Optimization exercise on an open flow, not production practice.
RTL: at most simulated, not proved equivalent.
Clock network not from TritonCTS: runs 1 to 4 and 6 to 9.
The clock port is an ideal driver here.
Power: default activity.

[flow/flow/run.sh]
#!/bin/bash
# The standard layout, with:
# - the smallest buffer on every input and output port;
# - the pins one routing track apart, and the pins of each data bit
#   (mem_wdata, mm_rdata, mem_rdata, mm_wdata) and of each address bit
#   (mem_addr, mm_addr) placed next to each other;
# - port buffers kept at the smallest size by timing repair (flow/pre_cts.tcl,
#   released again by flow/final_pre.tcl before the final power connection);
# - a two-level clock tree (flow/clock_tree.tcl, run after the CTS step's own
#   tree and replacing it): the clock port drives four buffers, each driving
#   two buffers that each drive one group of nearby flip-flops.
set -euo pipefail
groups=""
for i in $(seq 0 127); do
  groups+=" -group_pins {mem_wdata[$i] mm_rdata[$i] mem_rdata[$i] mm_wdata[$i]}"
done
for i in $(seq 4 31); do
  groups+=" -group_pins {mem_addr[$i] mm_addr[$i]}"
done
bash standard.sh finish \
  "BUFFER_PORTS_ARGS=-buffer_cell sky130_fd_sc_hd__buf_1" \
  "PLACE_PINS_ARGS=-min_distance 1 -min_distance_in_tracks$groups" \
  "CTS_ARGS=-sink_clustering_enable -repair_clock_nets -apply_ndr none" \
  "PRE_CTS_TCL=$(pwd)/flow/pre_cts.tcl" \
  "POST_CTS_TCL=$(pwd)/flow/clock_tree.tcl" \
  "PRE_FINAL_REPORT_TCL=$(pwd)/flow/final_pre.tcl" \
  > flow_make.log 2>&1
[flow/flow/clock_tree.tcl]
# Clock tree of this design, built in place of the one clock_tree_synthesis
# made: the clock port drives four buf_16, each of which drives two
# buf_12, each of which drives the clock pins of one group of nearby
# flip-flops. Every flip-flop is two buffers from the clock port, so all clock
# pins see about the same delay.
set ct_block [ord::get_db_block]
set ct_db [ord::get_db]
set ct_port_net [[$ct_block findBTerm clk] getNet]
set ct_ntop 4
set ct_nleaf 8
set ct_top_master [$ct_db findMaster sky130_fd_sc_hd__buf_16]
set ct_leaf_master [$ct_db findMaster sky130_fd_sc_hd__buf_12]

# Walk the existing clock network from the port: flip-flop clock pins are the
# sinks; every other cell on it is a clock buffer or inverter to take out.
set ct_sinks {}
set ct_old_insts {}
set ct_old_nets {}
set ct_todo [list $ct_port_net]
while {[llength $ct_todo]} {
  set net [lindex $ct_todo 0]
  set ct_todo [lrange $ct_todo 1 end]
  foreach it [$net getITerms] {
    if {![$it isInputSignal] && [$it getIoType] ne "INPUT"} { continue }
    set inst [$it getInst]
    set mname [[$inst getMaster] getName]
    if {[[$it getMTerm] getName] eq "CLK"} {
      lappend ct_sinks $it
    } else {
      lappend ct_old_insts $inst
      foreach ot [$inst getITerms] {
        if {[$ot getIoType] eq "OUTPUT" && [$ot getNet] ne "NULL"} {
          lappend ct_old_nets [$ot getNet]
          lappend ct_todo [$ot getNet]
        }
      }
    }
  }
}
puts "clock_tree: [llength $ct_sinks] sinks, removing [llength $ct_old_insts] cells"

foreach it $ct_sinks { $it disconnect }
foreach inst $ct_old_insts { odb::dbInst_destroy $inst }
foreach net $ct_old_nets { odb::dbNet_destroy $net }

# Flip-flop positions (centre of each cell).
set ct_pts {}
foreach it $ct_sinks {
  set box [[$it getInst] getBBox]
  lappend ct_pts [list [expr {([$box xMin] + [$box xMax]) / 2.0}] [expr {([$box yMin] + [$box yMax]) / 2.0}]]
}
set die [$ct_block getDieArea]
set cx [expr {([$die xMin] + [$die xMax]) / 2.0}]
set cy [expr {([$die yMin] + [$die yMax]) / 2.0}]

# Split points (a list of {x y}) into n groups: contiguous arcs of equal size
# by angle around the die's centre, then a few k-means rounds. Returns the
# group of each point and the groups' centres.
proc ct_group {pts n cx cy} {
  set idx {}
  set i 0
  foreach p $pts {
    lappend idx [list $i [expr {atan2([lindex $p 1] - $cy, [lindex $p 0] - $cx)}]]
    incr i
  }
  set idx [lsort -real -index 1 $idx]
  set m [llength $pts]
  set assign [lrepeat $m 0]
  set r 0
  foreach e $idx {
    lset assign [lindex $e 0] [expr {$r * $n / $m}]
    incr r
  }
  for {set iter 0} {$iter <= 20} {incr iter} {
    set cents {}
    for {set k 0} {$k < $n} {incr k} {
      set sx 0.0; set sy 0.0; set c 0
      foreach p $pts a $assign {
        if {$a == $k} { set sx [expr {$sx + [lindex $p 0]}]; set sy [expr {$sy + [lindex $p 1]}]; incr c }
      }
      if {$c} { lappend cents [list [expr {$sx / $c}] [expr {$sy / $c}]] } else { lappend cents [list $cx $cy] }
    }
    if {$iter == 20} { break }
    set assign {}
    foreach p $pts {
      set best 0; set bd 1e30
      for {set k 0} {$k < $n} {incr k} {
        set c [lindex $cents $k]
        set d [expr {abs([lindex $p 0] - [lindex $c 0]) + abs([lindex $p 1] - [lindex $c 1])}]
        if {$d < $bd} { set bd $d; set best $k }
      }
      lappend assign $best
    }
  }
  return [list $assign $cents]
}

proc ct_buffer {block master name in_net out_net pos} {
  set inst [odb::dbInst_create $block $master $name]
  [$inst findITerm A] connect $in_net
  [$inst findITerm X] connect $out_net
  $inst setLocation [expr {int([lindex $pos 0])}] [expr {int([lindex $pos 1])}]
  $inst setPlacementStatus PLACED
  return $inst
}

# Leaf buffers, each driving one group of nearby flip-flops.
lassign [ct_group $ct_pts $ct_nleaf $cx $cy] leaf_of leaf_pos
set leaf_nets {}
for {set k 0} {$k < $ct_nleaf} {incr k} {
  set net [odb::dbNet_create $ct_block "clknet_leaf_$k"]
  $net setSigType CLOCK
  lappend leaf_nets $net
  set m 0
  foreach it $ct_sinks a $leaf_of {
    if {$a == $k} { $it connect $net; incr m }
  }
  puts "clock_tree: leaf $k: $m sinks"
}
# Top buffers, driven by the clock port, each driving a group of leaves.
lassign [ct_group $leaf_pos $ct_ntop $cx $cy] top_of top_pos
for {set t 0} {$t < $ct_ntop} {incr t} {
  set net [odb::dbNet_create $ct_block "clknet_top_$t"]
  $net setSigType CLOCK
  ct_buffer $ct_block $ct_top_master "clkbuf_top_$t" $ct_port_net $net [lindex $top_pos $t]
  for {set k 0} {$k < $ct_nleaf} {incr k} {
    if {[lindex $top_of $k] == $t} {
      ct_buffer $ct_block $ct_leaf_master "clkbuf_leaf_$k" $net [lindex $leaf_nets $k] [lindex $leaf_pos $k]
    }
  }
}
$ct_port_net setSigType CLOCK

# Legalize the new buffers, then repair timing on the new tree as the CTS step
# does on its own.
set_propagated_clock [all_clocks]
detailed_placement
estimate_parasitics -placement
repair_timing_helper
detailed_placement
check_placement -verbose
[flow/flow/final_pre.tcl]
# Before the final report's global_connect: release the port buffers that
# flow/pre_cts.tcl marked don't-touch, so that they are connected to the
# power nets like every other cell.
foreach inst [[ord::get_db_block] getInsts] {
  if {[$inst isDoNotTouch]} { $inst setDoNotTouch 0 }
}
[flow/flow/pre_cts.tcl]
# Keep the input and output port buffers as buffer_ports made them (the
# smallest buffer): timing repair after this point works on the design's own
# logic only.
foreach inst [[ord::get_db_block] getInsts] {
  if {[regexp {^(input|output)[0-9]+$} [$inst getName]]} { $inst setDoNotTouch 1 }
}
[flow/standard.sh]
#!/bin/bash
# synth_recipe.tcl (not shown) runs the flow's synth.tcl, then flattens the netlist and writes it again
# the make line also repeats each setting of config.mk as NAME=value (left out here)
make -C /OpenROAD-flow-scripts/flow DESIGN_CONFIG=/design/flow/config.mk WORK_HOME=/design/flow/orfs CLKGATE_MAP_FILE= SYNTH_SCRIPT=/design/flow/synth_recipe.tcl "${@:-finish}"
[flow/config.mk]
export PLATFORM = sky130hd
export DESIGN_NAME = mem_write_buffer
export DESIGN_NICKNAME = mem_write_buffer
export VERILOG_FILES = /design/flow/design.v
export SDC_FILE = /design/flow/constraint.sdc
export NUM_CORES = 4
export LEC_CHECK = 0
export ABC_AREA = 1
export CAP_MARGIN = 20
export CORE_AREA = 5 5 155 155
export DIE_AREA = 0 0 160 160
export SETUP_SLACK_MARGIN = 3.95
export SLEW_MARGIN = 20
[flow/constraint.sdc]
create_clock -name core_clock -period 6.0 [get_ports {clk}]
set_input_delay 1.2000 -clock core_clock [delete_from_list [all_inputs] [get_ports {clk}]]
set_output_delay 1.2000 -clock core_clock [all_outputs]
set_load 0.01 [all_outputs]
[flow/design.v]
module mem_write_buffer #(
  parameter int DEPTH       = 4,
  parameter int ADDR_WIDTH  = 32,
  parameter int BLOCK_BITS  = 128,
  parameter int OFFSET_BITS = 4
) (
  input  logic                    clk,
  input  logic                    rst,
  input  logic                    mem_req,
  input  logic                    mem_rw,
  input  logic [ADDR_WIDTH-1:0]   mem_addr,
  input  logic [BLOCK_BITS-1:0]   mem_wdata,
  output logic                    mem_ready,
  output logic                    mem_resp,
  output logic [BLOCK_BITS-1:0]   mem_rdata,
  output logic                    mm_req,
  output logic                    mm_rw,
  output logic [ADDR_WIDTH-1:0]   mm_addr,
  output logic [BLOCK_BITS-1:0]   mm_wdata,
  input  logic                    mm_ready,
  input  logic                    mm_resp,
  input  logic [BLOCK_BITS-1:0]   mm_rdata,
  output logic [$clog2(DEPTH):0]  wb_count
);
  localparam int TW = ADDR_WIDTH - OFFSET_BITS;
  logic [TW-1:0]         tag;      
  logic [BLOCK_BITS-1:0] data;     
  logic                  pend;     
  logic                  rd1;      
  logic                  rd2;      
  logic                  rfl;      
  logic                  wfl;      
  logic                  dfree;    
  logic                  den;      
  logic                  wbc;
  logic accept, acc_rd, take, fill, cap_rd;
  logic pend_n, rd0_n, rd1_n, rd2_n, rfl_n, wfl_n, mm_rw_n;
  assign accept = mem_req && mem_ready;
  assign acc_rd = accept && !mem_rw;
  assign take   = mm_req && mm_ready;
  assign fill   = rfl && mm_resp;
  assign cap_rd = mem_req && !mem_rw && !pend && !accept;
  assign mm_addr   = {tag, {OFFSET_BITS{1'b0}}};
  assign mm_wdata  = data;
  assign mem_rdata = data;
  assign wb_count  = {{$clog2(DEPTH){1'b0}}, wbc};
  always_comb begin
    pend_n  = accept || (pend && !take);
    rd1_n   = (!rd1 && !rd2 && acc_rd) || (rd1 && (acc_rd == fill)) || (rd2 && fill);
    rd2_n   = (rd1 && acc_rd && !fill) || (rd2 && !fill);
    rd0_n   = !rd1_n && !rd2_n;
    rfl_n   = (take && !mm_rw) || (rfl && !mm_resp);
    wfl_n   = (take && mm_rw) || (wfl && !mm_resp);
    mm_rw_n = pend ? mm_rw : mem_rw;
  end
  always_ff @(posedge clk) begin
    if (!pend) begin
      tag   <= mem_addr[ADDR_WIDTH-1:OFFSET_BITS];
      mm_rw <= mem_rw;
    end
    data <= (mem_wdata & {BLOCK_BITS{dfree}}) | (mm_rdata & {BLOCK_BITS{rfl}}) |
            (data & {BLOCK_BITS{!den}});
  end
  always_ff @(posedge clk or negedge rst) begin
    if (!rst) begin
      pend      <= 1'b0;
      rd1       <= 1'b0;
      rd2       <= 1'b0;
      rfl       <= 1'b0;
      wfl       <= 1'b0;
      dfree     <= 1'b0;
      den       <= 1'b0;
      wbc       <= 1'b0;
      mm_req    <= 1'b0;
      mem_ready <= 1'b0;
      mem_resp  <= 1'b0;
    end else begin
      pend      <= pend_n;
      rd1       <= rd1_n;
      rd2       <= rd2_n;
      rfl       <= rfl_n;
      wfl       <= wfl_n;
      dfree     <= !pend_n && rd0_n;
      den       <= (!pend_n && rd0_n) || rfl_n;
      wbc       <= pend_n && mm_rw_n;
      mm_req    <= pend_n && !rfl_n && !wfl_n;
      mem_ready <= !pend_n && (rd0_n || (rd1_n && cap_rd));
      mem_resp  <= (accept && mem_rw) || fill;
    end
  end
endmodule
==> results of run 1 <==
## synthesized netlist by cell type
cell type  count  area share, %
dfxtp_1      129             36
edfxtp_1      28             12
o21ai_0        2           0.14
inv_1          8           0.42
nand3_1      130            9.0
nand2_1      400             21
o21a_1         1           0.10
o21ai_2        1           0.12
buf_2         28            1.9
conb_1         1          0.052
nor3b_1        2           0.21
dfrtp_1       11            3.8
nor2_2         1          0.087
and2_1         1          0.087
or2_1          2           0.17
buf_4        149             16
nand2_2        1          0.087
## flip-flops by register name (all words and copies together), names as in the netlist
signal,flops
data,128
tag,28
den,1
dfree,1
mem_ready,1
mem_resp,1
mm_req,1
mm_rw,1
pend,1
rd1,1
rd2,1
rfl,1
wbc,1
wfl,1
## final cells by class
class	count	area (um^2)
Buffer	12	270.3
Fill cell	2276	12920
Inverter	8	31.28
Multi-Input combinational cell	547	2247
Sequential cell	168	3867
Tap cell	280	350.3
Timing Repair Buffer	586	2270
## tightest hold or removal path: cells and delay by family (launching register included)
family / cells / cell delay [ns]
AND/OR/NAND/NOR: 2 / 0.10
flip-flops: 1 / 0.34
## placed cells by master, fill, tap and decap left out
cell,count
and2_1,1
nand2_1,400
dfxtp_2,129
o21ai_0,2
buf_1,578
dfrtp_4,2
conb_1,6
edfxtp_1,28
buf_4,4
nor3b_1,2
o21ai_2,1
buf_12,9
nand2_2,1
o21a_1,1
buf_16,5
inv_1,7
dfrtp_1,9
or2_1,2
clkinv_2,1
nand3_1,130
buf_6,2
nor2_2,1
## path summary, 6_finish.rpt
kind | cells past startpoint | end | startpoint | slack (ns)
worst min register to register | 2 | data[11]$_DFF_P_ | data[11]$_DFF_P_ | 0.47
worst max register to register | 4 | data[24]$_DFF_P_ | den$_DFF_PN0_ | 4.13
max in group asynchronous | 1 | rfl$_DFF_PN0_ | rst | 4.69
worst min-delay path | 2 | data[11]$_DFF_P_ | data[11]$_DFF_P_ | 0.47
worst max-delay path | 1 | mem_ready | mem_ready$_DFF_PN0_ | 3.97
min in group asynchronous | 1 | wbc$_DFF_PN0_ | rst | 0.89
## metrics by stage
stage	setup WS, ns	utilization, %	area, um^2	power, mW	cells
6_report	3.968	41.15	9036	5.201	1601
5_1_grt	3.947	41.15	9036	5.587	1601
3_5_place_dp	3.983	38.96	8554	4.385	1585
3_3_place_gp	3.980	38.83	8527	4.329	1584
2_1_floorplan	4.170	-	7234	3.971	900
## metal layers
metal	wire length, um	share of wire (%)	vias up
li1	-	-	3526
met1	8504	36	3237
met2	11800	50	385
met3	1886	7.9	106
met4	1561	6.6	0
met5	0	0	-
## where the power goes
| group | switching [mW] | total [mW] | internal, mW |
|---|---|---|---|
| combinational | 1.44 | 2.21 | 0.768 |
| sequential | 0.462 | 2.28 | 1.81 |
| clock | 0.354 | 0.714 | 0.360 |
## kinds of logic (layout without fill, tap and decap cells)
group / after synthesis / count (layout) / share of synthesized area [%]
other: 1 / 6 / 0.05197
buffers and inverters: 185 / 606 / 17.86
DFF: 168 / 168 / 51.26
AOI/OAI and AO/OA: 4 / 4 / 0.3642
and+or+nand+nor: 537 / 537 / 30.47
==> results.ini, run 1 <==
[yosys]
ys_ff_latch = 168
synthDistinctLibCells = 17
netlist_area_um2 = 7216
ys_seq_area_share_pct = 51.26
avgSynthCellArea_um2 = 8.062
ys_warn_count = 1
syn_inst = 895

[floorplan]
num_rows = 54
die_area_um2 = 25600
die_y_um = 160
io_pins = 589
start_util_pct = 32.86
die_w_um = 160
coreArea_um2 = 21960

[final_layout]
area_growth_pct = 25.23
layout.nets = 1617
n_antenna_cell = 0
drive_gt1_share_pct = 11.73

[power]
p_leak_nw = 3.573
peakVddDrop_mv = 0.2043
cellPowerDensity_nw_per_um2 = 575.5

[setup_path]
worstSetupPathType = reg2out
crit_buf_inv = 1
cp_data_required_time_ns = 4.80
endpoint_kind = primary output
critPathLaunchType = flop
cp_max_fo = 2
slowest_stage = dfrtp_1
critPathTopFamily = flip-flops
crit_path_max_incr_delay_ns = 0.36
crit_chain = buf_1
crit_arrival_ns = 0.83

[routing]
first_iter_violations = 468
drt_wl_total_um = 23750
wl_per_cell_um = 14.83
postRouteAntennaNets = 0
viasPerCell = 4.531
dr_total_vias = 7254
firstDrtPassIters = 5
drc = 0

[cts]
path_clk_slew_ns = 0.11
clock_latency_ns = 0.26
cts.sinks = 168

[global_routing]
grt_util_met3_pct = 4.046
grt_pass1_wl_um = 35620
met2_usage_pct = 29.19
grt_pass1_vias = 6949
overflow = 0
met1_usage_pct = 17.43
antenna_found_initial = 0
top_usage_layer = met2
grt.total_usage_pct = 16.32
grt_max_degree = 83

[timing]
finalCriticalPeriod_ns = 2.032
relSlewSlack_pct = 51.58
hold_viol = 0
hold_ws_ns = 0.4651
rsz0062_at_grt = true
worstMarginPinSlew_ns = 0.7263
maxSlewViolCount = 0
fin_crit_sh_pct = 33.87
clock_skew_ns = 0.04688
timing.fmax_ghz = 0.4921
setup_viol = 0
finalSetupTns_ns = 0

[placed_design]
dp_hpwl_um = 17660
gp_congestion = 0.8003
portBuffers = 578

[job]
maxCapViolations = 0

[hold_path]
min_path_type = reg2reg

[status]
outcome = complete, no violations

Testbench counts, summed over its fixed seeds: cycles 251,719, items 48,000.
==> inputs of run 2 (changes only) <==
--- a/flow/flow/clock_tree.tcl
+++ b/flow/flow/clock_tree.tcl
@@ -1,4 +1,4 @@
 # Clock tree of this design, built in place of the one clock_tree_synthesis
-# made: the clock port drives four buf_16, each of which drives two
-# buf_12, each of which drives the clock pins of one group of nearby
+# made: the clock port drives four buf_16, each of which drives four
+# buf_8, each of which drives the clock pins of one group of nearby
 # flip-flops. Every flip-flop is two buffers from the clock port, so all clock
@@ -9,5 +9,5 @@
 set ct_ntop 4
-set ct_nleaf 8
+set ct_nleaf 16
 set ct_top_master [$ct_db findMaster sky130_fd_sc_hd__buf_16]
-set ct_leaf_master [$ct_db findMaster sky130_fd_sc_hd__buf_12]
+set ct_leaf_master [$ct_db findMaster sky130_fd_sc_hd__buf_8]
 
--- a/flow/config.mk
+++ b/flow/config.mk
@@ -9,4 +9,4 @@
 export CAP_MARGIN = 20
-export CORE_AREA = 5 5 155 155
-export DIE_AREA = 0 0 160 160
+export CORE_AREA = 5 5 145 145
+export DIE_AREA = 0 0 150 150
 export SETUP_SLACK_MARGIN = 3.95
==> run 2 against run 1 <==
Flip-flop and latch count unchanged. Clock skew decreased by 0.025 ns. Sequential share of layout area is 0.15 points lower. Synthesized cell count did not move. Utilization rose by 5.6 points. Clock power increased by 14%. Register-to-register slack better by 0.12 ns. Largest power group unchanged.
==> results.ini, run 2 <==
[job]
maxCapViolations = 0  ; unchanged

[floorplan]
num_rows = 51  ; -5.6%
die_area_um2 = 22500  ; -12%
die_y_um = 150  ; -6.3%
io_pins = 589  ; unchanged
start_util_pct = 37.20  ; +4.3 points
die_w_um = 150  ; -6.3%
coreArea_um2 = 19400  ; -12%

[yosys]
yosysTopAreaCellShare_pct = 35.79  ; unchanged
ys_seq_area_share_pct = 51.26  ; unchanged
ys_warn_count = 1  ; unchanged
synthMuxAreaShare_pct = 0  ; unchanged
synth.most_common_cell = nand2_1
synthDistinctLibCells = 17  ; unchanged
synthArstFlopShare_pct = 6.548  ; unchanged
synth_edf_count = 28  ; unchanged
ys_ff_latch = 168  ; unchanged
synthAdderAreaFrac_pct = 0  ; unchanged
synth_compound_area_share_pct = 0.3641  ; unchanged
avgSynthCellArea_um2 = 8.062  ; unchanged
synth_xor_xnor_area_share_pct = 0  ; unchanged
synth.largest_area_cell = dfxtp_1
ys.flop_type = dfxtp_1
synth_top_family_by_area = simple AND/OR/NAND/NOR gates
synth-simple-area-share_pct = 30.47  ; unchanged
synthTopCellsByCount = nand2_1, buf_4, nand3_1
syn_inst = 895  ; unchanged
netlist_area_um2 = 7216  ; unchanged
synth_area_leaders = dfxtp_1, nand2_1, buf_4

[global_routing]
grt_pass1_wl_um = 33050  ; -7.2%
grt_max_degree = 102  ; +23%
overflow = 0  ; unchanged
antenna_found_initial = 0  ; unchanged
grt.total_usage_pct = 17.69  ; +1.4 points
grt_pass1_vias = 6551  ; -5.7%

[placed_design]
dp_hpwl_um = 16920  ; -4.2%
gp_congestion = 0.8093  ; +1.1%
dpl_cell_area_um2 = 8516  ; -0.45%
portBuffers = 578  ; unchanged

[power]
cellPowerDensity_nw_per_um2 = 581.0  ; +0.95%
power_mw = 5.269  ; +1.3%
seq_power_share_pct = 43.0  ; -0.8 points
pwr-share-comb_pct = 41.6  ; -0.9 points
peakVddDrop_mv = 0.2583  ; +26%
p_leak_nw = 3.605  ; +0.90%
sw_frac_of_total_pct = 42.93  ; -0.52 points
internal_power_mw = 3.007  ; +2.2%
p_sw_mw = 2.262  ; +0.11%
p_clk_share_pct = 15.4  ; +1.7 points

[final_layout]
fill_cells = 1976  ; -13%
top_register = data
top_regs = data: 128 flops, tag: 28 flops
drive_gt1_share_pct = 12.26  ; +0.53 points
design_area_um2 = 9069  ; +0.36%
register_area_um2 = 3867  ; unchanged
multi_input_area_um2 = 2247  ; unchanged
layout.nets = 1625  ; +0.49%
n_antenna_cell = 0  ; unchanged
largest_register_ff_count = 128  ; unchanged
layout_commonest_cell = buf_1
area_growth_pct = 25.68
layout_common_cells = buf_1, nand2_1, nand3_1

[cts]
path_clk_slew_ns = 0.07  ; -0.04 ns
clock_latency_ns = 0.24  ; -0.02 ns
cts.sinks = 168  ; unchanged

[setup_path]
crit_chain = buf_1
endpoint_kind = primary output
cp_max_fo = 2  ; unchanged
slowest_stage = dfrtp_1
crit_path_max_incr_delay_ns = 0.35  ; about the same
crit_buf_inv = 1  ; unchanged
worstSetupPathType = reg2out
critPathLaunchType = flop
crit_arrival_ns = 0.77  ; -0.06 ns
critPathTopFamily = flip-flops
cp_data_required_time_ns = 4.80  ; about the same

[hold_path]
min_path_type = reg2reg

[status]
outcome = complete, no violations

[routing]
drt_wl_total_um = 22710  ; -4.4%
drc = 0  ; unchanged
postRouteAntennaNets = 0  ; unchanged
dr_total_vias = 7211  ; -0.59%
first_iter_violations = 286  ; -39%
viasPerCell = 4.524  ; -0.16%
firstDrtPassIters = 6  ; +1
wl_per_cell_um = 14.25  ; -3.9%

[timing]
finalSetupTns_ns = 0  ; unchanged
timing.fmax_ghz = 0.5072  ; +3.1%
maxSlewViolCount = 0  ; unchanged
setup_viol = 0  ; unchanged
clock_skew_ns = 0.02219  ; -0.02468 ns
fin_crit_sh_pct = 32.86  ; -1.0 points
relSlewSlack_pct = 48.54  ; -3.0 points
finalCriticalPeriod_ns = 1.971  ; -0.06057 ns
hold_ws_ns = 0.4618  ; -0.003306 ns
worstMarginPinSlew_ns = 0.7719  ; +0.04557 ns
rsz0062_at_grt = false
hold_viol = 0  ; unchanged

## run 2: cell count changes in the layout (fill, tap and decap cells not counted)
cell	delta
buf_4	+2
clkinv_4	+1
clkinv_2	-1
buf_8	+16
buf_16	-1
buf_12	-9
## run 2: cell type report
| class | instances | share of cell area, % |
|---|---|---|
| Multi-Input combinational cell | 547 | 24.78 |
| Sequential cell | 168 | 42.65 |
| Timing Repair Buffer | 586 | 24.67 |
| Tap cell | 265 | 3.656 |
| Inverter | 8 | 0.3863 |
| Buffer | 20 | 3.863 |
## run 2: cells by family (layout without fill, tap and decap cells)
group                  after synthesis  after routing
flip-flops                         168            168
other                                1              6
AND/OR/NAND/NOR                    537            537
AO/OA/AOI/OAI                        4              4
buffers and inverters              185            614
## run 2: path summary, 6_finish.rpt
kind | slack (ns) | start | cells after the start | end
setup / recovery | 4.03 | mm_req$_DFF_PN0_ | 1 | mm_req
max in group asynchronous | 4.56 | rst | 1 | rfl$_DFF_PN0_
setup reg to reg | 4.25 | rfl$_DFF_PN0_ | 3 | data[36]$_DFF_P_
min in group asynchronous | 0.95 | rst | 1 | mm_req$_DFF_PN0_
hold / removal | 0.46 | data[107]$_DFF_P_ | 2 | data[107]$_DFF_P_
hold reg to reg | 0.46 | data[107]$_DFF_P_ | 2 | data[107]$_DFF_P_
## run 2: metrics by stage
step	cells	utilization, %	setup WS, ns
2_1_floorplan	900	-	4.170
3_5_place_dp	1570	43.90	3.912
6_report	1594	46.75	4.029
5_1_grt	1594	46.75	3.981
3_3_place_gp	1570	43.90	3.910
## run 2: power groups by stage
stage / clock, mW / sequential [mW] / combinational, mW
final: 0.811 / 2.27 / 2.19
after global routing: 0.893 / 2.34 / 2.44
after detailed placement: 0 / 2.18 / 2.17
after global placement: 0 / 2.18 / 2.15
after floorplan: 0 / 2.29 / 1.68
## run 2: per-layer routing
| metal | routed length [um] | track usage, % |
|---|---|---|
| met5 | 0 | 0 |
| met4 | 892 | 6.359 |
| met3 | 2087 | 3.483 |
| met2 | 11380 | 31.29 |
| met1 | 8350 | 21.32 |
## run 2: worst reg2reg max path: stages, from the launching register on
cell	delay, ns
dfrtp_4	0.87
buf_6	0.53
nand2_1	0.19
nand3_1	0.10
==> inputs of run 3 (changes only) <==
--- a/flow/flow/clock_tree.tcl
+++ b/flow/flow/clock_tree.tcl
@@ -1,3 +1,3 @@
 # Clock tree of this design, built in place of the one clock_tree_synthesis
-# made: the clock port drives four buf_16, each of which drives four
+# made: the clock port drives four buf_16, each of which drives three
 # buf_8, each of which drives the clock pins of one group of nearby
@@ -9,3 +9,3 @@
 set ct_ntop 4
-set ct_nleaf 16
+set ct_nleaf 12
 set ct_top_master [$ct_db findMaster sky130_fd_sc_hd__buf_16]
==> run 3 against run 2 <==
Fmax fell by 0.44%. Setup slack got worse by 0.0086 ns. Sequential share of layout area rose by 0.28 points. Combinational power barely moved. Die area did not move. Cell count fell by 0.25%. First-iteration DRC count fell by 0.35%. Wire length fell by 0.59%. Critical endpoint unchanged. Largest cell class unchanged. Highest routed layer unchanged.
==> results.ini, run 3 <==
[status]
outcome = complete, no violations

[yosys]
synth_edf_count = 28  ; unchanged
yosysTopAreaCellShare_pct = 35.79  ; unchanged
synth.most_common_cell = nand2_1
synthTopCellsByCount = nand2_1, buf_4, nand3_1
syn_inst = 895  ; unchanged
ys_ff_latch = 168  ; unchanged
netlist_area_um2 = 7216  ; unchanged
ys_seq_area_share_pct = 51.26  ; unchanged
synthDistinctLibCells = 17  ; unchanged
ys.flop_type = dfxtp_1
synthArstFlopShare_pct = 6.548  ; unchanged
synth.largest_area_cell = dfxtp_1
synth_area_leaders = dfxtp_1, nand2_1, buf_4
ys_warn_count = 1  ; unchanged
avgSynthCellArea_um2 = 8.062  ; unchanged

[power]
p_clk_share_pct = 13.9  ; -1.5 points
pwr-share-comb_pct = 42.4  ; +0.8 points
p_sw_mw = 2.236  ; -1.2%
internal_power_mw = 2.935  ; -2.4%
peakVddDrop_mv = 0.2521  ; -2.4%
cellPowerDensity_nw_per_um2 = 574.0  ; -1.2%
seq_power_share_pct = 43.8  ; +0.8 points
sw_frac_of_total_pct = 43.23  ; +0.31 points
p_leak_nw = 3.576  ; -0.82%

[timing]
rsz0062_at_grt = false
relSlewSlack_pct = 48.06  ; -0.48 points
setup_viol = 0  ; unchanged
maxSlewViolCount = 0  ; unchanged
finalSetupTns_ns = 0  ; unchanged
clock_skew_ns = 0.02859  ; +0.006394 ns
hold_ws_ns = 0.4596  ; -0.002156 ns
timing.fmax_ghz = 0.5050  ; -0.44%
worstMarginPinSlew_ns = 0.7791  ; +0.007194 ns
fin_crit_sh_pct = 33.00  ; +0.14 points
fin_ws_ns = 4.020  ; -0.008630 ns
finalCriticalPeriod_ns = 1.980  ; +0.008630 ns
hold_viol = 0  ; unchanged

[floorplan]
die_w_um = 150  ; unchanged
num_rows = 51  ; unchanged
coreArea_um2 = 19400  ; unchanged
die_y_um = 150  ; unchanged
io_pins = 589  ; unchanged
die_area_um2 = 22500  ; unchanged
start_util_pct = 37.20  ; unchanged

[routing]
wl_per_cell_um = 14.20  ; -0.34%
viasPerCell = 4.528  ; about the same
first_iter_violations = 285  ; -0.35%
postRouteAntennaNets = 0  ; unchanged
drc = 0  ; unchanged
dr_total_vias = 7199  ; -0.17%
firstDrtPassIters = 4  ; -2
drt_wl_total_um = 22580  ; -0.59%

[final_layout]
drive_gt1_share_pct = 12.00  ; -0.26 points
layout.nets = 1621  ; -0.25%
largest_register_ff_count = 128  ; unchanged
area_growth_pct = 24.85
top_register = data
final_core_util_pct = 46.44  ; -0.31 points
fill_cells = 1983  ; +0.35%
top_regs = data: 128 flops, tag: 28 flops
design_area_um2 = 9009  ; -0.66%
layout_commonest_cell = buf_1
n_antenna_cell = 0  ; unchanged
layout_common_cells = buf_1, nand2_1, nand3_1

[global_routing]
grt_max_degree = 102  ; unchanged
grt_pass1_vias = 6555  ; +0.061%
grt_pass1_wl_um = 32910  ; -0.44%
grt.total_usage_pct = 17.60  ; -0.090 points
overflow = 0  ; unchanged
antenna_found_initial = 0  ; unchanged

[placed_design]
pre_cts_slack_ns = 3.912  ; unchanged
gp_congestion = 0.8093  ; unchanged
dpl_cell_area_um2 = 8516  ; unchanged
portBuffers = 578  ; unchanged
dp_hpwl_um = 16920  ; unchanged

[setup_path]
critPathLaunchType = flop
critPathTopFamily = flip-flops
crit_cells = 1  ; unchanged
crit_buf_inv = 1  ; unchanged
r2r_start = rfl$_DFF_PN0_
crit_path_max_incr_delay_ns = 0.35  ; about the same
slowest_stage = dfrtp_1
crit_arrival_ns = 0.78  ; about the same
cp_max_fo = 2  ; unchanged
worstSetupPathType = reg2out
crit_chain = buf_1
startpoint = mm_req$_DFF_PN0_
endpoint_kind = primary output
cp_data_required_time_ns = 4.80  ; about the same
r2r_cells = 3  ; unchanged

[hold_path]
min_path_type = reg2reg
min_from = data[54]$_DFF_P_
hold_depth = 2  ; unchanged

[cts]
cts.sinks = 168  ; unchanged
path_clk_slew_ns = 0.09  ; +0.02 ns
clock_latency_ns = 0.24  ; about the same

[job]
maxCapViolations = 0  ; unchanged

==> run 3: final cells by class <==
| type | instances | area [um^2] | share of cell area [%] |
|---|---|---|---|
| Buffer | 16 | 290.3 | 3.222 |
| Inverter | 8 | 35.03 | 0.3889 |
| Multi-Input combinational cell | 547 | 2247 | 24.94 |
| Sequential cell | 168 | 3867 | 42.93 |
| Tap cell | 265 | 331.6 | 3.681 |
| Timing Repair Buffer | 586 | 2237 | 24.83 |
==> run 3: worst paths after layout <==
path                                          to  slack, ns
max in group asynchronous          rfl$_DFF_PN0_       4.59
worst max-delay path                      mm_req       4.02
worst max register to register  data[36]$_DFF_P_       4.21
worst min-delay path            data[54]$_DFF_P_       0.46
min in group asynchronous          wbc$_DFF_PN0_       0.94
worst min register to register  data[54]$_DFF_P_       0.46
==> run 3: layer usage <==
layer  global-route usage, %  wire length, um  share of wire [%]
met1                   21.36             8506                 38
met2                   31.36            11310                 50
met3                   3.271             1950                8.6
met4                   5.810              810                3.6
met5                       0                0                  0
==> run 3: logic make-up after synthesis <==
family                 after synthesis  share of synthesized area (%)
AO/OA/AOI/OAI                        4                         0.3642
buffers and inverters              185                          17.86
flip-flops                         168                          51.26
other                                1                        0.05197
AND/OR/NAND/NOR                    537                          30.47
==> run 3: tightest hold or removal path: stages (launching register included) <==
cell	delay, ns
dfxtp_2	0.33
nand2_1	0.05
nand3_1	0.05
==> run 3: power groups by stage <==
stage	registers (mW)	clock network, mW	logic, mW
3_3_place_gp	2.18	0	2.15
3_5_place_dp	2.18	0	2.17
2_1_floorplan	2.29	0	1.68
6_report	2.26	0.716	2.19
5_1_grt	2.34	0.797	2.44
==> run 3: metrics by stage <==
stage | power (mW) | cells
after detailed placement | 4.358 | 1570
after floorplan | 3.971 | 900
after global routing | 5.576 | 1590
final | 5.171 | 1590
after global placement | 4.332 | 1570
==> inputs of run 4 (changes only) <==
--- a/flow/flow/clock_tree.tcl
+++ b/flow/flow/clock_tree.tcl
@@ -1,3 +1,3 @@
 # Clock tree of this design, built in place of the one clock_tree_synthesis
-# made: the clock port drives four buf_16, each of which drives three
+# made: the clock port drives four buf_12, each of which drives three
 # buf_8, each of which drives the clock pins of one group of nearby
@@ -10,3 +10,3 @@
 set ct_nleaf 12
-set ct_top_master [$ct_db findMaster sky130_fd_sc_hd__buf_16]
+set ct_top_master [$ct_db findMaster sky130_fd_sc_hd__buf_12]
 set ct_leaf_master [$ct_db findMaster sky130_fd_sc_hd__buf_8]
==> run 4 against run 3 <==
Total power shrank 0.87%. Fmax grew 0.18%. Via count shrank 0.28%. Design area shrank 0.33%. Still clean. Area after synthesis is the same. Global-route usage is the same. Wire length shrank 0.20%. Critical endpoint unchanged. Critical path depth is the same. First-iteration DRC count grew 0.70%. Sequential power is essentially flat.
==> results.ini, run 4 <==
[timing]
clock_skew_ns = 0.02797  ; -0.0006171 ns
relSlewSlack_pct = 48.54  ; +0.48 points
hold_viol = 0  ; unchanged
timing.fmax_ghz = 0.5059  ; +0.18%
worstMarginPinSlew_ns = 0.7719  ; -0.007251 ns
hold_ws_ns = 0.4609  ; +0.001228 ns
maxSlewViolCount = 0  ; unchanged
setup_viol = 0  ; unchanged
finalCriticalPeriod_ns = 1.977  ; -0.003550 ns
fin_crit_sh_pct = 32.94  ; -0.059 points
finalSetupTns_ns = 0  ; unchanged
rsz0062_at_grt = false

[yosys]
synth_area_leaders = dfxtp_1, nand2_1, buf_4
syn_inst = 895  ; unchanged
netlist_area_um2 = 7216  ; unchanged
ys_warn_count = 1  ; unchanged
synth_edf_count = 28  ; unchanged
synth.largest_area_cell = dfxtp_1
synthArstFlopShare_pct = 6.548  ; unchanged
synthTopCellsByCount = nand2_1, buf_4, nand3_1
ys_ff_latch = 168  ; unchanged
synthDistinctLibCells = 17  ; unchanged
synth.most_common_cell = nand2_1
yosysTopAreaCellShare_pct = 35.79  ; unchanged
ys.flop_type = dfxtp_1
avgSynthCellArea_um2 = 8.062  ; unchanged
ys_seq_area_share_pct = 51.26  ; unchanged

[global_routing]
grt.total_usage_pct = 17.60  ; unchanged
overflow = 0  ; unchanged
antenna_found_initial = 0  ; unchanged
grt_pass1_wl_um = 32900  ; about the same
grt_max_degree = 102  ; unchanged
grt_pass1_vias = 6552  ; -0.046%

[floorplan]
start_util_pct = 37.20  ; unchanged
io_pins = 589  ; unchanged
die_w_um = 150  ; unchanged
die_area_um2 = 22500  ; unchanged
coreArea_um2 = 19400  ; unchanged
die_y_um = 150  ; unchanged
num_rows = 51  ; unchanged

[setup_path]
crit_buf_inv = 1  ; unchanged
crit_path_max_incr_delay_ns = 0.35  ; about the same
r2r_slack_ns = 4.22  ; about the same
cp_max_fo = 2  ; unchanged
cp_data_required_time_ns = 4.80  ; about the same
slowest_stage = dfrtp_1
endpoint_kind = primary output
critPathLaunchType = flop
worstSetupPathType = reg2out
crit_chain = buf_1
crit_arrival_ns = 0.78  ; about the same
critPathTopFamily = flip-flops

[power]
p_leak_nw = 3.562  ; -0.37%
peakVddDrop_mv = 0.2522  ; about the same
cellPowerDensity_nw_per_um2 = 570.9  ; -0.54%

[final_layout]
area_growth_pct = 24.43
n_antenna_cell = 0  ; unchanged
layout.nets = 1621  ; unchanged
final_core_util_pct = 46.28  ; -0.15 points
top_register = data
drive_gt1_share_pct = 12.00  ; unchanged
layout_common_cells = buf_1, nand2_1, nand3_1
design_area_um2 = 8979  ; -0.33%
largest_register_ff_count = 128  ; unchanged
layout_commonest_cell = buf_1
top_regs = data: 128 flops, tag: 28 flops

[routing]
postRouteAntennaNets = 0  ; unchanged
drc = 0  ; unchanged
first_iter_violations = 287  ; +0.70%
firstDrtPassIters = 4  ; unchanged
dr_total_vias = 7179  ; -0.28%
viasPerCell = 4.515  ; -0.28%
drt_wl_total_um = 22530  ; -0.20%
wl_per_cell_um = 14.17  ; -0.20%

[placed_design]
dpl_cell_area_um2 = 8516  ; unchanged
portBuffers = 578  ; unchanged
gp_congestion = 0.8093  ; unchanged
dp_hpwl_um = 16920  ; unchanged

[job]
maxCapViolations = 0  ; unchanged

[cts]
clock_latency_ns = 0.23  ; about the same
cts.sinks = 168  ; unchanged
path_clk_slew_ns = 0.09  ; about the same

[status]
outcome = complete, no violations

[hold_path]
min_path_type = reg2reg

[run 4: changes by cell type in the layout (fill, tap and decap cells not counted)]
cell	before	now
buf_12	0	4
buf_16	4	0
[run 4: path summary, 6_finish.rpt]
check,cells after the start,start,to
min,2,data[107]$_DFF_P_,data[107]$_DFF_P_
min reg2reg,2,data[107]$_DFF_P_,data[107]$_DFF_P_
min in group asynchronous,1,rst,wbc$_DFF_PN0_
max reg2reg,3,rfl$_DFF_PN0_,data[36]$_DFF_P_
max in group asynchronous,1,rst,rfl$_DFF_PN0_
max,1,mm_req$_DFF_PN0_,mm_req
[run 4: cell families after synthesis]
group	Yosys count	share of synthesized area, %
buf+inv	185	17.86
flops	168	51.26
other cells	1	0.05197
simple gates	537	30.47
compound gates	4	0.3642
[run 4: routing by layer]
layer / GRT usage (%) / share of wire (%) / routed length [um] / up-vias
li1: - / - / - / 3529
met1: 21.36 / 37 / 8424 / 3234
met2: 31.36 / 50 / 11320 / 354
met3: 3.271 / 8.7 / 1960 / 62
met4: 5.810 / 3.7 / 828 / 0
met5: 0 / 0 / 0 / -
[run 4: power by group]
group / internal, mW / switching [mW] / total [mW]
sequential: 1.81 / 0.449 / 2.26
combinational: 0.752 / 1.44 / 2.19
clock: 0.326 / 0.348 / 0.674
total: 2.89 / 2.23 / 5.13
[run 4: through the flow]
| step | setup WS, ns | instances | power [mW] |
|---|---|---|---|
| 2_1_floorplan | 4.170 | 900 | 3.971 |
| 6_report | 4.023 | 1590 | 5.126 |
| 3_3_place_gp | 3.910 | 1570 | 4.332 |
| 3_5_place_dp | 3.912 | 1570 | 4.358 |
| 5_1_grt | 3.971 | 1590 | 5.531 |
[run 4: area by class of cell]
type | count | area [um^2]
Tap cell | 265 | 331.6
Multi-Input combinational cell | 547 | 2247
Inverter | 8 | 35.03
Sequential cell | 168 | 3867
Fill cell | 1986 | 10420
Buffer | 16 | 260.3
Timing Repair Buffer | 586 | 2237
==> inputs of run 5 (changes only) <==
--- a/flow/config.mk
+++ b/flow/config.mk
@@ -11,2 +11,3 @@
 export DIE_AREA = 0 0 150 150
+export PLACE_DENSITY = 0.8
 export SETUP_SLACK_MARGIN = 3.95
==> run 5 against run 4 <==
The run now fails in I/O pin placement (3_2_place_iop). Synthesized cell count unchanged. Area after synthesis unchanged.
==> results.ini, run 5 <==
[yosys]
ys_ff_latch = 168  ; unchanged
synth.most_common_cell = nand2_1
synth_area_leaders = dfxtp_1, nand2_1, buf_4
netlist_area_um2 = 7216  ; unchanged
ys_seq_area_share_pct = 51.26  ; unchanged
synth.largest_area_cell = dfxtp_1
syn_inst = 895  ; unchanged
ys.flop_type = dfxtp_1
synthDistinctLibCells = 17  ; unchanged
synthArstFlopShare_pct = 6.548  ; unchanged
synth_edf_count = 28  ; unchanged
ys_warn_count = 1  ; unchanged
yosysTopAreaCellShare_pct = 35.79  ; unchanged
avgSynthCellArea_um2 = 8.062  ; unchanged
synthTopCellsByCount = nand2_1, buf_4, nand3_1

[floorplan]
start_util_pct = 37.20  ; unchanged
num_rows = 51  ; unchanged
die_w_um = 150  ; unchanged
die_y_um = 150  ; unchanged

[status]
failing_step = I/O pin placement (3_2_place_iop)
outcome = stopped before the end
error = [ERROR PPL-0086] Pin group of size 4 was not assigned.

-- run 5: cell counts after synthesis --
Identical to the previous run, type by type.
-- run 5: logic make-up after synthesis --
kind of cell	synth area share, %
DFF	51.26
AOI/OAI and AO/OA	0.3642
and+or+nand+nor	30.47
other	0.05197
buffers and inverters	17.86
==> inputs of run 6 (changes only) <==
--- a/flow/config.mk
+++ b/flow/config.mk
@@ -11,3 +11,3 @@
 export DIE_AREA = 0 0 150 150
-export PLACE_DENSITY = 0.8
+export PLACE_DENSITY = 0.45
 export SETUP_SLACK_MARGIN = 3.95
==> run 6 against run 5 <==
Now clean on timing, DRC and antenna. Area after synthesis stayed put. Synthesized cell count stayed put.
==> results.ini, run 6 <==
[status]
outcome = complete, no violations

[placed_design]
portBuffers = 578
dpl_cell_area_um2 = 8516
dp.cells = 1570
pre_cts_slack_ns = 3.985
dp_hpwl_um = 18830
gp_congestion = 0.7992

[power]
power_mw = 5.173
seq_power_share_pct = 44.1
p_clk_share_pct = 13.3
sw_frac_of_total_pct = 43.89
cellPowerDensity_nw_per_um2 = 574.2
p_leak_nw = 3.575
peakVddDrop_mv = 0.2183
p_sw_mw = 2.270
pwr-share-comb_pct = 42.6
internal_power_mw = 2.903

[timing]
relSlewSlack_pct = 55.35
maxSlewViolCount = 0
hold_viol = 0
hold_ws_ns = 0.4609
clock_skew_ns = 0.01930
finalSetupTns_ns = 0
setup_viol = 0
fin_ws_ns = 3.997
timing.fmax_ghz = 0.4994
fin_crit_sh_pct = 33.38
finalCriticalPeriod_ns = 2.003
rsz0062_at_grt = false
worstMarginPinSlew_ns = 0.6697

[setup_path]
crit_buf_inv = 1
slowest_stage = dfrtp_1
worstSetupPathType = reg2out
critPathLaunchType = flop
crit_chain = buf_1
cp_data_required_time_ns = 4.80
r2r_cells = 4
r2r-end = data[116]$_DFF_P_
r2r_start = rfl$_DFF_PN0_
endpoint_kind = primary output
crit_path_max_incr_delay_ns = 0.36
r2r_slack_ns = 4.20
cp_max_fo = 2
critPathTopFamily = flip-flops
crit_arrival_ns = 0.80

[yosys]
avgSynthCellArea_um2 = 8.062  ; unchanged
netlist_area_um2 = 7216  ; unchanged
synthTopCellsByCount = nand2_1, buf_4, nand3_1
synth.largest_area_cell = dfxtp_1
ys_seq_area_share_pct = 51.26  ; unchanged
synth.most_common_cell = nand2_1
yosysTopAreaCellShare_pct = 35.79  ; unchanged
synthArstFlopShare_pct = 6.548  ; unchanged
ys.flop_type = dfxtp_1
synth_area_leaders = dfxtp_1, nand2_1, buf_4
synthDistinctLibCells = 17  ; unchanged
ys_ff_latch = 168  ; unchanged
ys_warn_count = 1  ; unchanged
synth_edf_count = 28  ; unchanged
syn_inst = 895  ; unchanged

[routing]
viasPerCell = 4.447
drt_wl_total_um = 24920
dr_total_vias = 7084
postRouteAntennaNets = 0
firstDrtPassIters = 4
first_iter_violations = 287
drc = 0
wl_per_cell_um = 15.64

[final_layout]
register_area_um2 = 3867
layout_common_cells = buf_1, nand2_1, nand3_1
design_area_um2 = 9009
drive_gt1_share_pct = 12.07
top_regs = data: 128 flops, tag: 28 flops
top_register = data
largest_register_ff_count = 128
instances_no_fill = 1593
fill_cells = 2017
multi_input_area_um2 = 2247
layout_commonest_cell = buf_1
final_core_util_pct = 46.44
area_growth_pct = 24.85
layout.nets = 1622

[cts]
cts.sinks = 168
path_clk_slew_ns = 0.09
clock_latency_ns = 0.25

[hold_path]
min_from = data[97]$_DFF_P_
min_path_type = reg2reg
hold_depth = 2
min_to = data[97]$_DFF_P_

[floorplan]
coreArea_um2 = 19400
die_w_um = 150  ; unchanged
die_y_um = 150  ; unchanged
io_pins = 589
start_util_pct = 37.20  ; unchanged
num_rows = 51  ; unchanged
die_area_um2 = 22500

[global_routing]
grt_pass1_vias = 6520
grt_pass1_wl_um = 35850
grt.total_usage_pct = 19.75
antenna_found_initial = 3
grt_max_degree = 101
overflow = 0

[job]
maxCapViolations = 0

run 6: cells by family (layout without fill, tap and decap cells):
kind of cell / count (synthesis) / in the layout / synth area share [%]
other: 1 / 8 / 0.05197
and+or+nand+nor: 537 / 537 / 30.47
DFF: 168 / 168 / 51.26
AOI/OAI and AO/OA: 4 / 4 / 0.3642
buffers and inverters: 185 / 611 / 17.86
run 6: power groups by stage:
stage          logic, mW  clock network [mW]  registers (mW)
6_report            2.20               0.687            2.28
2_1_floorplan       1.68                   0            2.29
3_5_place_dp        2.18                   0            2.21
3_3_place_gp        2.19                   0            2.22
5_1_grt             2.46               0.762            2.36
run 6: final cells by class:
type,instances,share of cell area [%]
antenna,2,0.05556
buffer,16,2.889
inverter,8,0.3611
multi-input combinational,547,24.94
sequential,168,42.93
tap,265,3.681
timing repair buffer,587,25.14
run 6: worst max path at each step:
| stage | startpoint | to | slack (ns) | cells after the start |
|---|---|---|---|---|
| finish | mem_ready$_DFF_PN0_ | mem_ready | 4.00 | 1 |
| global placement | mm_resp | rd1$_DFF_PN0_ | 3.98 | 5 |
| detailed placement | mm_ready | den$_DFF_PN0_ | 3.99 | 6 |
| floorplan | mm_ready | den$_DFF_PN0_ | 4.17 | 5 |
| global route | mem_ready$_DFF_PN0_ | mem_ready | 3.96 | 1 |
run 6: metal layers:
layer  GRT usage [%]  vias to the layer above  share of wire [%]
li1                -                     3535                  -
met1           24.70                     3090                 38
met2           32.62                      390                 47
met3           5.027                       67                 10
met4           7.868                        2                4.5
met5               0                        -              0.052
==> inputs of run 7 (changes only) <==
--- a/flow/config.mk
+++ b/flow/config.mk
@@ -11,4 +11,3 @@
 export DIE_AREA = 0 0 150 150
-export PLACE_DENSITY = 0.45
-export SETUP_SLACK_MARGIN = 3.95
+export SETUP_SLACK_MARGIN = 4.05
 export SLEW_MARGIN = 20
==> run 7 against run 6 <==
Still clean. Via count is 1.4% higher. Register-to-register slack barely moved. Area after synthesis unchanged. Fmax increased by 1.3%. Cell count down 0.13%. Highest routed layer is now met4.
==> results.ini, run 7 <==
[routing]
drc = 0  ; unchanged
wl_per_cell_um = 14.16  ; -9.5%
viasPerCell = 4.515  ; +1.5%
firstDrtPassIters = 4  ; unchanged
routed-wl-met2_um = 11320  ; -2.3%
first_iter_violations = 279  ; -2.8%
met1_length_um = 8420  ; -12%
routed.top_layer = met4
drt_wl_total_um = 22530  ; -9.6%
dr_total_vias = 7183  ; +1.4%
postRouteAntennaNets = 0  ; unchanged
met3_length_um = 1965  ; -24%

[timing]
worstMarginPinSlew_ns = 0.7667  ; +0.09695 ns
fin_crit_sh_pct = 32.94  ; -0.43 points
hold_viol = 0  ; unchanged
rsz0062_at_grt = true
clock_skew_ns = 0.02828  ; +0.008977 ns
relSlewSlack_pct = 48.89  ; -6.5 points
setup_viol = 0  ; unchanged
timing.fmax_ghz = 0.5059  ; +1.3%
finalCriticalPeriod_ns = 1.977  ; -0.02594 ns
finalSetupTns_ns = 0  ; unchanged
maxSlewViolCount = 0  ; unchanged

[yosys]
ys_ff_latch = 168  ; unchanged
synthTopCellsByCount = nand2_1, buf_4, nand3_1
ys.flop_type = dfxtp_1
avgSynthCellArea_um2 = 8.062  ; unchanged
yosysTopAreaCellShare_pct = 35.79  ; unchanged
synthArstFlopShare_pct = 6.548  ; unchanged
ys_warn_count = 1  ; unchanged
synthDistinctLibCells = 17  ; unchanged
synth.largest_area_cell = dfxtp_1
synth.most_common_cell = nand2_1
synth_area_leaders = dfxtp_1, nand2_1, buf_4
netlist_area_um2 = 7216  ; unchanged
ys_seq_area_share_pct = 51.26  ; unchanged
syn_inst = 895  ; unchanged
synth_edf_count = 28  ; unchanged

[power]
power_mw = 5.133  ; -0.78%
cellPowerDensity_nw_per_um2 = 571.0  ; -0.57%
peakVddDrop_mv = 0.2524  ; +16%
p_leak_nw = 3.569  ; -0.16%

[final_layout]
area_growth_pct = 24.59
n_antenna_cell = 0  ; -2
layout_common_cells = buf_1, nand2_1, nand3_1
largest_register_ff_count = 128  ; unchanged
top_regs = data: 128 flops, tag: 28 flops
layout.nets = 1622  ; unchanged
drive_gt1_share_pct = 12.07  ; unchanged
top_register = data
layout_commonest_cell = buf_1

[hold_path]
min_path_type = reg2reg

[setup_path]
crit_buf_inv = 1  ; unchanged
crit_arrival_ns = 0.78  ; -0.02 ns
endpoint_kind = primary output
worstSetupPathType = reg2out
crit_path_max_incr_delay_ns = 0.35  ; about the same
cp_data_required_time_ns = 4.80  ; about the same
critPathLaunchType = flop
slowest_stage = dfrtp_1
cp_max_fo = 2  ; unchanged
critPathTopFamily = flip-flops
crit_chain = buf_1

[floorplan]
num_rows = 51  ; unchanged
io_pins = 589  ; unchanged
coreArea_um2 = 19400  ; unchanged
die_area_um2 = 22500  ; unchanged
die_y_um = 150  ; unchanged
start_util_pct = 37.20  ; unchanged
die_w_um = 150  ; unchanged

[placed_design]
portBuffers = 578  ; unchanged
dp_hpwl_um = 16920  ; -10%
gp_congestion = 0.8093  ; +1.3%

[global_routing]
grt_max_degree = 102  ; +0.99%
grt_pass1_wl_um = 32900  ; -8.2%
grt.total_usage_pct = 17.59  ; -2.2 points
antenna_found_initial = 0  ; -3
grt_pass1_vias = 6545  ; +0.38%
overflow = 0  ; unchanged

[cts]
clock_latency_ns = 0.23  ; -0.02 ns
path_clk_slew_ns = 0.09  ; about the same
cts.sinks = 168  ; unchanged

[status]
outcome = complete, no violations

[job]
maxCapViolations = 0  ; unchanged

## run 7: metal layers
layer / vias up / GRT usage (%)
met2: 358 / 31.31
met3: 62 / 3.271
met1: 3231 / 21.38
met5: - / 0
met4: 0 / 5.810
li1: 3532 / -
## run 7: cells by family after synthesis
family | Yosys count | share of synthesized area (%)
buffers and inverters | 185 | 17.86
flip-flops | 168 | 51.26
AO/OA/AOI/OAI | 4 | 0.3642
other | 1 | 0.05197
AND/OR/NAND/NOR | 537 | 30.47
## run 7: stage by stage
stage                     util [%]  hold slack [ns]  setup slack (ns)  cell area (um^2)  cells
after floorplan                  -           0.4457             4.170              7234    900
after global placement       43.90           0.4627             3.910              8516   1570
after detailed placement     43.90           0.4662             3.912              8516   1570
after global routing         46.34           0.4869             3.971              8990   1591
final                        46.34           0.4609             4.023              8990   1591
## run 7: cell type report
type	count	area (um^2)
timing repair buffer	587	2248
multi-input combinational	547	2247
tap	265	331.6
fill	1986	10410
sequential	168	3867
buffer	16	260.3
inverter	8	35.03
## run 7: path summary, 6_finish.rpt
kind                                        start                 to  slack, ns  cells past startpoint
min in group asynchronous                     rst      wbc$_DFF_PN0_       0.95                      1
max in group asynchronous                     rst      rfl$_DFF_PN0_       4.59                      1
worst min-delay path            data[107]$_DFF_P_  data[107]$_DFF_P_       0.46                      2
worst min register to register  data[107]$_DFF_P_  data[107]$_DFF_P_       0.46                      2
worst max-delay path             mm_req$_DFF_PN0_             mm_req       4.02                      1
worst max register to register      rfl$_DFF_PN0_   data[36]$_DFF_P_       4.21                      3
## run 7: report_power, final
part | leakage (nW) | total (mW) | internal (mW) | switching (mW)
clock | 0.127 | 0.675 | 0.326 | 0.349
sequential | 1.52 | 2.26 | 1.81 | 0.448
combinational | 1.93 | 2.19 | 0.757 | 1.44
==> inputs of run 8 (changes only) <==
--- a/flow/config.mk
+++ b/flow/config.mk
@@ -9,5 +9,7 @@
 export CAP_MARGIN = 20
+export CELL_PAD_IN_SITES_DETAIL_PLACEMENT = 0
+export CELL_PAD_IN_SITES_GLOBAL_PLACEMENT = 0
 export CORE_AREA = 5 5 145 145
 export DIE_AREA = 0 0 150 150
-export SETUP_SLACK_MARGIN = 4.05
+export SETUP_SLACK_MARGIN = 3.95
 export SLEW_MARGIN = 20
==> run 8 against run 7 <==
Flip-flop and latch count is the same. Clock power is essentially flat. Total power shrank 0.14%. Setup slack is essentially flat. Clock skew is essentially flat. Sequential share of layout area grew 0.054 points. Register-to-register slack is essentially flat. Combinational power is essentially flat. Wire length is essentially flat. Sequential power is essentially flat. Design area shrank 0.13%. Die area is the same. Critical path type unchanged. Critical endpoint unchanged. Largest power group unchanged.
==> results.ini, run 8 <==
[yosys]
synth.largest_area_cell = dfxtp_1
ys_warn_count = 1  ; unchanged
ys.flop_type = dfxtp_1
avgSynthCellArea_um2 = 8.062  ; unchanged
synth_area_leaders = dfxtp_1, nand2_1, buf_4
ys_seq_area_share_pct = 51.26  ; unchanged
synthMuxAreaShare_pct = 0  ; unchanged
synth_compound_area_share_pct = 0.3641  ; unchanged
synthArstFlopShare_pct = 6.548  ; unchanged
synthTopCellsByCount = nand2_1, buf_4, nand3_1
synth_top_family_by_area = simple AND/OR/NAND/NOR gates
ys_ff_latch = 168  ; unchanged
syn_inst = 895  ; unchanged
synthDistinctLibCells = 17  ; unchanged
synth.most_common_cell = nand2_1
synthAdderAreaFrac_pct = 0  ; unchanged
synth_edf_count = 28  ; unchanged
synth-simple-area-share_pct = 30.47  ; unchanged
yosysTopAreaCellShare_pct = 35.79  ; unchanged
synth_xor_xnor_area_share_pct = 0  ; unchanged
netlist_area_um2 = 7216  ; unchanged

[timing]
maxSlewViolCount = 0  ; unchanged
clock_skew_ns = 0.02797  ; -0.0003097 ns
worstMarginPinSlew_ns = 0.7719  ; +0.005180 ns
timing.fmax_ghz = 0.5059  ; about the same
finalSetupTns_ns = 0  ; unchanged
relSlewSlack_pct = 48.54  ; -0.35 points
fin_crit_sh_pct = 32.94  ; about the same
setup_viol = 0  ; unchanged
finalCriticalPeriod_ns = 1.977  ; -0.00006000 ns
hold_viol = 0  ; unchanged
rsz0062_at_grt = false

[routing]
met1_length_um = 8424  ; about the same
viasPerCell = 4.515  ; about the same
first_iter_violations = 287  ; +2.9%
drc = 0  ; unchanged
routed.top_layer = met4
met3_length_um = 1960  ; -0.25%
wl_per_cell_um = 14.17  ; about the same
dr_total_vias = 7179  ; -0.056%
firstDrtPassIters = 4  ; unchanged
routed-wl-met2_um = 11320  ; about the same
drt_wl_total_um = 22530  ; about the same
postRouteAntennaNets = 0  ; unchanged

[setup_path]
r2r_slack_ns = 4.22  ; about the same
critPathTopFamily = flip-flops
critPathLaunchType = flop
crit_arrival_ns = 0.78  ; about the same
crit_buf_inv = 1  ; unchanged
cp_max_fo = 2  ; unchanged
crit_path_max_incr_delay_ns = 0.35  ; about the same
slowest_stage = dfrtp_1
worstSetupPathType = reg2out
cp_data_required_time_ns = 4.80  ; about the same
crit_chain = buf_1
endpoint_kind = primary output

[power]
pwr-share-comb_pct = 42.7  ; about the same
p_leak_nw = 3.562  ; -0.18%
seq_power_share_pct = 44.2  ; about the same
cellPowerDensity_nw_per_um2 = 570.9  ; about the same
p_sw_mw = 2.233  ; about the same
peakVddDrop_mv = 0.2522  ; about the same
sw_frac_of_total_pct = 43.57  ; about the same
internal_power_mw = 2.892  ; -0.18%
p_clk_share_pct = 13.1  ; about the same

[placed_design]
dpl_cell_area_um2 = 8516  ; unchanged
portBuffers = 578  ; unchanged
dp_hpwl_um = 16920  ; unchanged
gp_congestion = 0.8093  ; unchanged

[global_routing]
grt_max_degree = 102  ; unchanged
grt_pass1_wl_um = 32900  ; unchanged
antenna_found_initial = 0  ; unchanged
grt_pass1_vias = 6552  ; +0.11%
overflow = 0  ; unchanged
grt.total_usage_pct = 17.60  ; about the same

[final_layout]
drive_gt1_share_pct = 12.00  ; -0.066 points
layout_common_cells = buf_1, nand2_1, nand3_1
layout_commonest_cell = buf_1
area_growth_pct = 24.43
n_antenna_cell = 0  ; unchanged
top_register = data
largest_register_ff_count = 128  ; unchanged
design_area_um2 = 8979  ; -0.13%
register_area_um2 = 3867  ; unchanged
layout.nets = 1621  ; -0.062%
multi_input_area_um2 = 2247  ; unchanged
top_regs = data: 128 flops, tag: 28 flops
fill_cells = 1986  ; unchanged

[status]
outcome = complete, no violations

[cts]
clock_latency_ns = 0.23  ; about the same
path_clk_slew_ns = 0.09  ; about the same
cts.sinks = 168  ; unchanged

[floorplan]
start_util_pct = 37.20  ; unchanged
coreArea_um2 = 19400  ; unchanged
num_rows = 51  ; unchanged
die_y_um = 150  ; unchanged
die_w_um = 150  ; unchanged
io_pins = 589  ; unchanged
die_area_um2 = 22500  ; unchanged

[hold_path]
min_path_type = reg2reg

[job]
maxCapViolations = 0  ; unchanged

-- run 8: cell type report --
cell class                 count  area share [%]
tap                          265           3.693
multi-input combinational    547           25.03
sequential                   168           43.07
inverter                       8          0.3902
timing repair buffer         586           24.92
buffer                        16           2.899
-- run 8: per-layer routing --
| layer | global-route usage, % | up-vias |
|---|---|---|
| met1 | 21.36 | 3234 |
| met3 | 3.271 | 62 |
| met5 | 0 | - |
| li1 | - | 3529 |
| met4 | 5.810 | 0 |
| met2 | 31.36 | 354 |
-- run 8: power by group through the flow --
| stage | Clock [mW] | Combinational (mW) | Sequential, mW |
|---|---|---|---|
| 3_3_place_gp | 0 | 2.15 | 2.18 |
| 5_1_grt | 0.752 | 2.44 | 2.34 |
| 2_1_floorplan | 0 | 1.68 | 2.29 |
| 6_report | 0.674 | 2.19 | 2.26 |
| 3_5_place_dp | 0 | 2.17 | 2.18 |
-- run 8: kinds of logic (layout without fill, tap and decap cells) --
family / Yosys count / count (layout)
and+or+nand+nor: 537 / 537
buffers and inverters: 185 / 610
DFF: 168 / 168
AOI/OAI and AO/OA: 4 / 4
other: 1 / 6
-- run 8: stage by stage --
stage | total power, mW | worst slack (ns) | hold WS, ns | utilization (%) | std cells
after floorplan | 3.971 | 4.170 | 0.4457 | - | 900
after global placement | 4.332 | 3.910 | 0.4627 | 43.90 | 1570
after detailed placement | 4.358 | 3.912 | 0.4662 | 43.90 | 1570
after global routing | 5.531 | 3.971 | 0.4869 | 46.28 | 1590
final | 5.126 | 4.023 | 0.4609 | 46.28 | 1590
-- run 8: worst paths after layout --
| path | start | to | cells past startpoint |
|---|---|---|---|
| worst max-delay path | mm_req$_DFF_PN0_ | mm_req | 1 |
| worst min-delay path | data[107]$_DFF_P_ | data[107]$_DFF_P_ | 2 |
| worst max register to register | rfl$_DFF_PN0_ | data[36]$_DFF_P_ | 3 |
| worst min register to register | data[107]$_DFF_P_ | data[107]$_DFF_P_ | 2 |
| max in group asynchronous | rst | rfl$_DFF_PN0_ | 1 |
| min in group asynchronous | rst | wbc$_DFF_PN0_ | 1 |
==> inputs of run 9 (changes only) <==
--- a/flow/flow/clock_tree.tcl
+++ b/flow/flow/clock_tree.tcl
@@ -2,3 +2,3 @@
 # made: the clock port drives four buf_12, each of which drives three
-# buf_8, each of which drives the clock pins of one group of nearby
+# buf_6, each of which drives the clock pins of one group of nearby
 # flip-flops. Every flip-flop is two buffers from the clock port, so all clock
@@ -11,3 +11,3 @@
 set ct_top_master [$ct_db findMaster sky130_fd_sc_hd__buf_12]
-set ct_leaf_master [$ct_db findMaster sky130_fd_sc_hd__buf_8]
+set ct_leaf_master [$ct_db findMaster sky130_fd_sc_hd__buf_6]
 
--- a/flow/config.mk
+++ b/flow/config.mk
@@ -9,4 +9,2 @@
 export CAP_MARGIN = 20
-export CELL_PAD_IN_SITES_DETAIL_PLACEMENT = 0
-export CELL_PAD_IN_SITES_GLOBAL_PLACEMENT = 0
 export CORE_AREA = 5 5 145 145
==> run 9 against run 8 <==
Still clean. Synthesized cell count did not move. Design area fell by 0.50%. Hold slack improved by 0.0026 ns. Register-to-register slack barely moved. Global-route usage did not move. Flip-flop and latch count did not move. Total power fell by 1.4%. Combinational power barely moved. Sequential share of layout area rose by 0.22 points. Die area did not move.
==> results.ini, run 9 <==
[timing]
fin_crit_sh_pct = 33.09  ; +0.15 points
timing.fmax_ghz = 0.5036  ; -0.46%
clock_skew_ns = 0.03087  ; +0.002900 ns
maxSlewViolCount = 0  ; unchanged
worstMarginPinSlew_ns = 0.7798  ; +0.007909 ns
rsz0062_at_grt = false
relSlewSlack_pct = 48.02  ; -0.53 points
finalCriticalPeriod_ns = 1.986  ; +0.009060 ns
setup_viol = 0  ; unchanged
hold_viol = 0  ; unchanged
finalSetupTns_ns = 0  ; unchanged
fin_ws_ns = 4.014  ; -0.009060 ns

[yosys]
synthMuxAreaShare_pct = 0  ; unchanged
synth_top_family_by_area = simple AND/OR/NAND/NOR gates
synthArstFlopShare_pct = 6.548  ; unchanged
avgSynthCellArea_um2 = 8.062  ; unchanged
synth.largest_area_cell = dfxtp_1
ys_ff_latch = 168  ; unchanged
synth-simple-area-share_pct = 30.47  ; unchanged
syn_inst = 895  ; unchanged
synth.most_common_cell = nand2_1
yosysTopAreaCellShare_pct = 35.79  ; unchanged
synthAdderAreaFrac_pct = 0  ; unchanged
synthTopCellsByCount = nand2_1, buf_4, nand3_1
ys.flop_type = dfxtp_1
synth_xor_xnor_area_share_pct = 0  ; unchanged
synth_compound_area_share_pct = 0.3641  ; unchanged
synth_area_leaders = dfxtp_1, nand2_1, buf_4
synth_edf_count = 28  ; unchanged
netlist_area_um2 = 7216  ; unchanged
synthDistinctLibCells = 17  ; unchanged
ys_seq_area_share_pct = 51.26  ; unchanged
ys_warn_count = 1  ; unchanged

[cts]
cts.sinks = 168  ; unchanged
path_clk_slew_ns = 0.11  ; +0.02 ns
clock_latency_ns = 0.24  ; about the same

[setup_path]
cp_data_required_time_ns = 4.80  ; about the same
slowest_stage = dfrtp_1
crit_chain = buf_1
endpoint_kind = primary output
critPathTopFamily = flip-flops
crit_buf_inv = 1  ; unchanged
crit_path_max_incr_delay_ns = 0.36  ; about the same
worstSetupPathType = reg2out
cp_max_fo = 2  ; unchanged
critPathLaunchType = flop
crit_arrival_ns = 0.79  ; about the same

[global_routing]
antenna_found_initial = 0  ; unchanged
overflow = 0  ; unchanged
grt_pass1_wl_um = 32870  ; about the same
grt_max_degree = 102  ; unchanged
grt.total_usage_pct = 17.60  ; unchanged
grt_pass1_vias = 6540  ; -0.18%

[routing]
firstDrtPassIters = 4  ; unchanged
dr_total_vias = 7187  ; +0.11%
routed.top_layer = met4
met1_length_um = 8399  ; -0.30%
postRouteAntennaNets = 0  ; unchanged
wl_per_cell_um = 14.23  ; +0.40%
drt_wl_total_um = 22620  ; +0.40%
viasPerCell = 4.520  ; +0.11%
first_iter_violations = 262  ; -8.7%
routed-wl-met2_um = 11390  ; +0.67%
met3_length_um = 1991  ; +1.6%
drc = 0  ; unchanged

[floorplan]
coreArea_um2 = 19400  ; unchanged
start_util_pct = 37.20  ; unchanged
num_rows = 51  ; unchanged
io_pins = 589  ; unchanged
die_area_um2 = 22500  ; unchanged
die_w_um = 150  ; unchanged
die_y_um = 150  ; unchanged

[status]
outcome = complete, no violations

[placed_design]
portBuffers = 578  ; unchanged
gp_congestion = 0.8093  ; unchanged
dpl_cell_area_um2 = 8516  ; unchanged
dp_hpwl_um = 16920  ; unchanged
pre_cts_slack_ns = 3.912  ; unchanged

[final_layout]
layout_commonest_cell = buf_1
area_growth_pct = 23.81
layout.nets = 1621  ; unchanged
n_antenna_cell = 0  ; unchanged
layout_common_cells = buf_1, nand2_1, nand3_1
final_core_util_pct = 46.05  ; -0.23 points
largest_register_ff_count = 128  ; unchanged
drive_gt1_share_pct = 12.00  ; unchanged
design_area_um2 = 8934  ; -0.50%
top_register = data
top_regs = data: 128 flops, tag: 28 flops

[power]
cellPowerDensity_nw_per_um2 = 565.6  ; -0.92%
p_leak_nw = 3.546  ; -0.46%
peakVddDrop_mv = 0.2248  ; -11%

[job]
maxCapViolations = 0  ; unchanged

[hold_path]
min_path_type = reg2reg

[run 9: stage by stage]
stage                     std cells  power, mW  hold WS, ns
after detailed placement       1570      4.358       0.4662
after global routing           1590      5.450       0.4892
after global placement         1570      4.332       0.4627
final                          1590      5.053       0.4635
after floorplan                 900      3.971       0.4457
[run 9: final cells by class]
class / instances / area [um^2]
well taps: 265 / 331.6
multi-input cells: 547 / 2247
plain buffers: 16 / 215.2
flip-flops and latches: 168 / 3867
fillers: 1994 / 10470
inverters: 8 / 35.03
repair buffers: 586 / 2237
[run 9: where the power goes]
group          total (mW)  switching, mW  leakage [nW]  internal (mW)
logic                2.19           1.44          1.92          0.752
clock network       0.600          0.338         0.110          0.262
registers            2.26          0.448          1.52           1.81
total                5.05           2.23          3.55           2.83
[run 9: worst paths after layout]
kind	cells past startpoint	slack [ns]	from	endpoint
setup / recovery	1	4.01	mm_req$_DFF_PN0_	mm_req
hold / removal	2	0.46	data[107]$_DFF_P_	data[107]$_DFF_P_
setup reg to reg	3	4.21	rfl$_DFF_PN0_	data[36]$_DFF_P_
hold reg to reg	2	0.46	data[107]$_DFF_P_	data[107]$_DFF_P_
max in group asynchronous	1	4.60	rst	rfl$_DFF_PN0_
min in group asynchronous	1	0.94	rst	wbc$_DFF_PN0_
[run 9: logic make-up after synthesis]
kind of cell / count (synthesis)
flops: 168
simple gates: 537
compound gates: 4
other cells: 1
buf+inv: 185
[run 9: routing by layer]
layer / track usage, % / up-vias
met5: 0 / -
met2: 31.38 / 365
met4: 5.855 / 0
li1: - / 3528
met3: 3.331 / 64
met1: 21.28 / 3230
